From an optimization exercise on the open Yosys and OpenROAD flow, aimed at small area, a short achievable clock period and few clock cycles; shortcuts taken in it are not production practice. The RTL was checked by simulation tests, not by an equivalence proof against the original design. Power figures rest on the tool's default switching activity, not on a simulated workload.

Setup of v53:
// gather_along_axis_address_gen
module gather_along_axis_address_gen #(
  parameter int RANK           = 4,
  parameter int AXIS_SIZE_BITS = 16
) (
  input  logic                  clk,
  input  logic                  rst_n,
  input  logic                  cfg_we,
  input  logic [CFG_IDX_W-1:0]  cfg_index,
  input  logic [CFG_W-1:0]      cfg_wdata,
  input  logic                  in_tvalid,
  output logic                  in_tready,
  input  logic [DATA_W-1:0]     in_tdata,    
  output logic                  out_tvalid,
  input  logic                  out_tready,
  output logic [2*DATA_W-1:0]   out_tdata,   
  output logic                  out_tlast
);
  logic             wr0, wr1, wr2, cfg_hit, rewind;
  logic [3:0][15:0] sz;      
  logic [3:0][15:0] mx;      
  logic [3:0]       mz;      
  logic [3:0]       mz_nxt;  
  logic [1:0]       g;       
  logic [1:0]       g_nxt;
  logic [31:0]      st1;     
  logic [47:0]      st0;     
  logic [3:0][15:0] wnz;     
  assign wr0     = cfg_we && (cfg_index == 2'd0);
  assign wr1     = cfg_we && (cfg_index == 2'd1);
  assign wr2     = cfg_we && (cfg_index == 2'd2);
  assign cfg_hit = wr0 || wr1 || wr2;
  ...
For scale: roughly 6300 cells after synthesis, ~740 flip-flops, ~270 I/O pins.
export LEC_CHECK = 0
export CAP_MARGIN = 20
export CORE_MARGIN = 2
export CORE_UTILIZATION = 40
export CTS_CLUSTER_DIAMETER = 200
export CTS_CLUSTER_SIZE = 12
export SETUP_SLACK_MARGIN = 5
export SLEW_MARGIN = 20
create_clock -name core_clock -period 10.0 [get_ports {clk}]
run.sh (not shown) runs the stock make flow with config.mk's settings and CLKGATE_MAP_FILE= SYNTH_SCRIPT=/design/flow/synth_recipe.tcl, a recipe that flattens the netlist after the stock synthesis.
v53 | stages: all done | timing, DRC, antenna: all pass
Testbench counts of v53, summed over its fixed seeds: cycles 10,978.
--- input diff v53..v8 ---
==> flow/flow/run.sh (new file) <==
#!/bin/bash
# The standard layout (the standard.sh, the standard synthesis unchanged), with the
# port buffers made of the smallest plain buffer instead of the default delay buffer.
# make's output goes to standard.log; each ORFS step keeps its own log under orfs/logs/.
set -euo pipefail
bash standard.sh "BUFFER_PORTS_ARGS=-buffer_cell sky130_fd_sc_hd__buf_1" finish > standard.log 2>&1
==> flow/standard.sh (new file) <==
#!/bin/bash
# synth_recipe.tcl (not shown) runs the flow's synth.tcl, then flattens the netlist and writes it again
# the make line also repeats each setting of config.mk as NAME=value (left out here)
make -C /OpenROAD-flow-scripts/flow DESIGN_CONFIG=/design/flow/config.mk WORK_HOME=/design/flow/orfs CLKGATE_MAP_FILE= SYNTH_SCRIPT=/design/flow/synth_recipe.tcl "${@:-finish}"
removed: flow/run.sh
--- outcome ---
- Going from v53 to v8, depth of the most critical reg-to-reg path lost 1, clock-buffer cell count lost about 1.7%.
- Against v53, met2 wirelength from detailed routing in v8 fell slightly.
- Of the two candidates, v53 has the worse power and v8 the better one.
- v53 → v8: HPWL after detailed placement shrank by 660 um, met1 track utilization from global routing shrank by 0.66 points.
Input changes introduced in v54 (baseline for comparison: v8):
==> flow/run.sh (new file) <==
#!/bin/bash
# synth_recipe.tcl (not shown) runs the flow's synth.tcl, then flattens the netlist and writes it again
# the make line also repeats each setting of config.mk as NAME=value (left out here)
make -C /OpenROAD-flow-scripts/flow DESIGN_CONFIG=/design/flow/config.mk WORK_HOME=/design/flow/orfs CLKGATE_MAP_FILE= SYNTH_SCRIPT=/design/flow/synth_recipe.tcl finish
-- flow/config.mk --
<<< v8, line 10
export CORE_UTILIZATION = 40
export CTS_CLUSTER_DIAMETER = 200
export CTS_CLUSTER_SIZE = 12
export SETUP_SLACK_MARGIN = 5
>>> v54, line 10
export CORE_UTILIZATION = 40
export SETUP_SLACK_MARGIN = 5
removed: flow/flow/run.sh
removed: flow/standard.sh
--- outcome ---
For share of the cycle needed by the critical path after routing, v54 and v8 come out practically identical.
v8 and v54 ended up with nearly the same final count of pins violating max slew.
In v54 the flip-flop and latch share of the layout cell area turned out 1.1 points lower than in v8.
From v8 to v54, total count of hold-check failures in the final report did not move at all.
v54 vs. v8: wire length on met2 went down by about 0.6%.
Run comparison: v8 slowest stage cell on the critical path sky130_fd_sc_hd__and2_4; v54 slowest stage cell on the critical path sky130_fd_sc_hd__dlygate4sd2_1
Comparing v8 and v54, the higher fraction of power spent switching nets is on v8.


gather_along_axis_address_gen again, from the RTL that the note above started with.
// gather_along_axis_address_gen
module gather_along_axis_address_gen #(
  parameter int RANK           = 4,
  parameter int AXIS_SIZE_BITS = 16
) (
  input  logic                  clk,
  input  logic                  rst_n,
  input  logic                  cfg_we,
  input  logic [CFG_IDX_W-1:0]  cfg_index,
  input  logic [CFG_W-1:0]      cfg_wdata,
  input  logic                  in_tvalid,
  output logic                  in_tready,
  input  logic [DATA_W-1:0]     in_tdata,    
  output logic                  out_tvalid,
  input  logic                  out_tready,
  output logic [2*DATA_W-1:0]   out_tdata,   
  output logic                  out_tlast
);
==> flow/config.mk <==
export PLATFORM = sky130hd
export DESIGN_NAME = gather_along_axis_address_gen
export DESIGN_NICKNAME = gather_along_axis_address_gen
export VERILOG_FILES = /design/flow/design.v
export SDC_FILE = /design/flow/constraint.sdc
export NUM_CORES = 4
export LEC_CHECK = 0
export CAP_MARGIN = 20
export CORE_MARGIN = 2
export CORE_UTILIZATION = 40
export SETUP_SLACK_MARGIN = 5
export SLEW_MARGIN = 20
==> flow/constraint.sdc <==
create_clock -name core_clock -period 10.0 [get_ports {clk}]
set_input_delay 2.0000 -clock core_clock [delete_from_list [all_inputs] [get_ports {clk}]]
set_output_delay 2.0000 -clock core_clock [all_outputs]
set_load 0.01 [all_outputs]
standard.sh (not shown) runs the stock make flow with config.mk's settings and CLKGATE_MAP_FILE= SYNTH_SCRIPT=/design/flow/synth_recipe.tcl, a recipe that flattens the netlist after the stock synthesis.
==> flow/flow/run.sh <==
#!/bin/bash
# The standard layout (the standard.sh, the standard synthesis unchanged), with the
# port buffers made of the smallest plain buffer instead of the default delay buffer.
# make's output goes to standard.log; each ORFS step keeps its own log under orfs/logs/.
set -euo pipefail
bash standard.sh "BUFFER_PORTS_ARGS=-buffer_cell sky130_fd_sc_hd__buf_1" finish > standard.log 2>&1
Testbench counts at the start, summed over its fixed seeds: cycles 10,978.
Rerun with:
--- a/flow/config.mk
+++ b/flow/config.mk
@@ -10,2 +10,4 @@
 export CORE_UTILIZATION = 40
+export CTS_CLUSTER_DIAMETER = 250
+export CTS_CLUSTER_SIZE = 16
 export SETUP_SLACK_MARGIN = 5
Effect: The new run completed without violations; setup slack is worse by 12 ps; cell count is lower by 0.85%; sequential cell count stays the same; critical path depth does not change; hold slack is better by 4.8 ps; first-iteration DRC count is higher by 2.4%; synthesized cell count stays the same; cell area is lower by 2.2%; register-to-register slack is better by 30 ps; non-clock buffer count is higher by 1; combinational power is about the same.

-- afterwards: timing with drivers on the ports --
No port has a modelled driver above. Below, the same layouts with a new extraction and two added sets of constraints. Step 1: set_driving_cell puts a clkbuf_16 on clk and a buf_2 on each other input, an assumption about the parent block. Step 2 times the ports against the registers' clock, not the clock port: input delays grow and output delays shrink by t, the midpoint of the rising clock arrivals with the driver on. Three values: ideal, step 1, step 2; two values: the first two.
| run | t, ns | setup slack, ns | worst hold slack (ns) | pins driven straight from the clock port |
|---|---|---|---|---|
| v53 | 0.756 | 5.049 / 5.027 / 4.412 | 0.425 / 0.425 / 0.425 | 1 |
| v8 | 0.767 | 5.051 / 5.030 / 4.404 | 0.425 / 0.425 / 0.425 | 1 |
| v54 | 0.788 | 5.052 / 5.034 / 4.380 | 0.416 / 0.416 / 0.416 | 1 |
| the first run of note 2 | 0.808 | 5.048 / 5.026 / 4.437 | 0.422 / 0.422 / 0.422 | 1 |
| the second run of note 2 | 0.784 | 5.036 / 5.014 / 4.458 | 0.427 / 0.427 / 0.427 | 1 |
After both steps every run listed still meets setup and hold. For v54, which loses most, drivers alone change the setup slack by -0.018 ns; drivers and shift together by -0.672 ns.
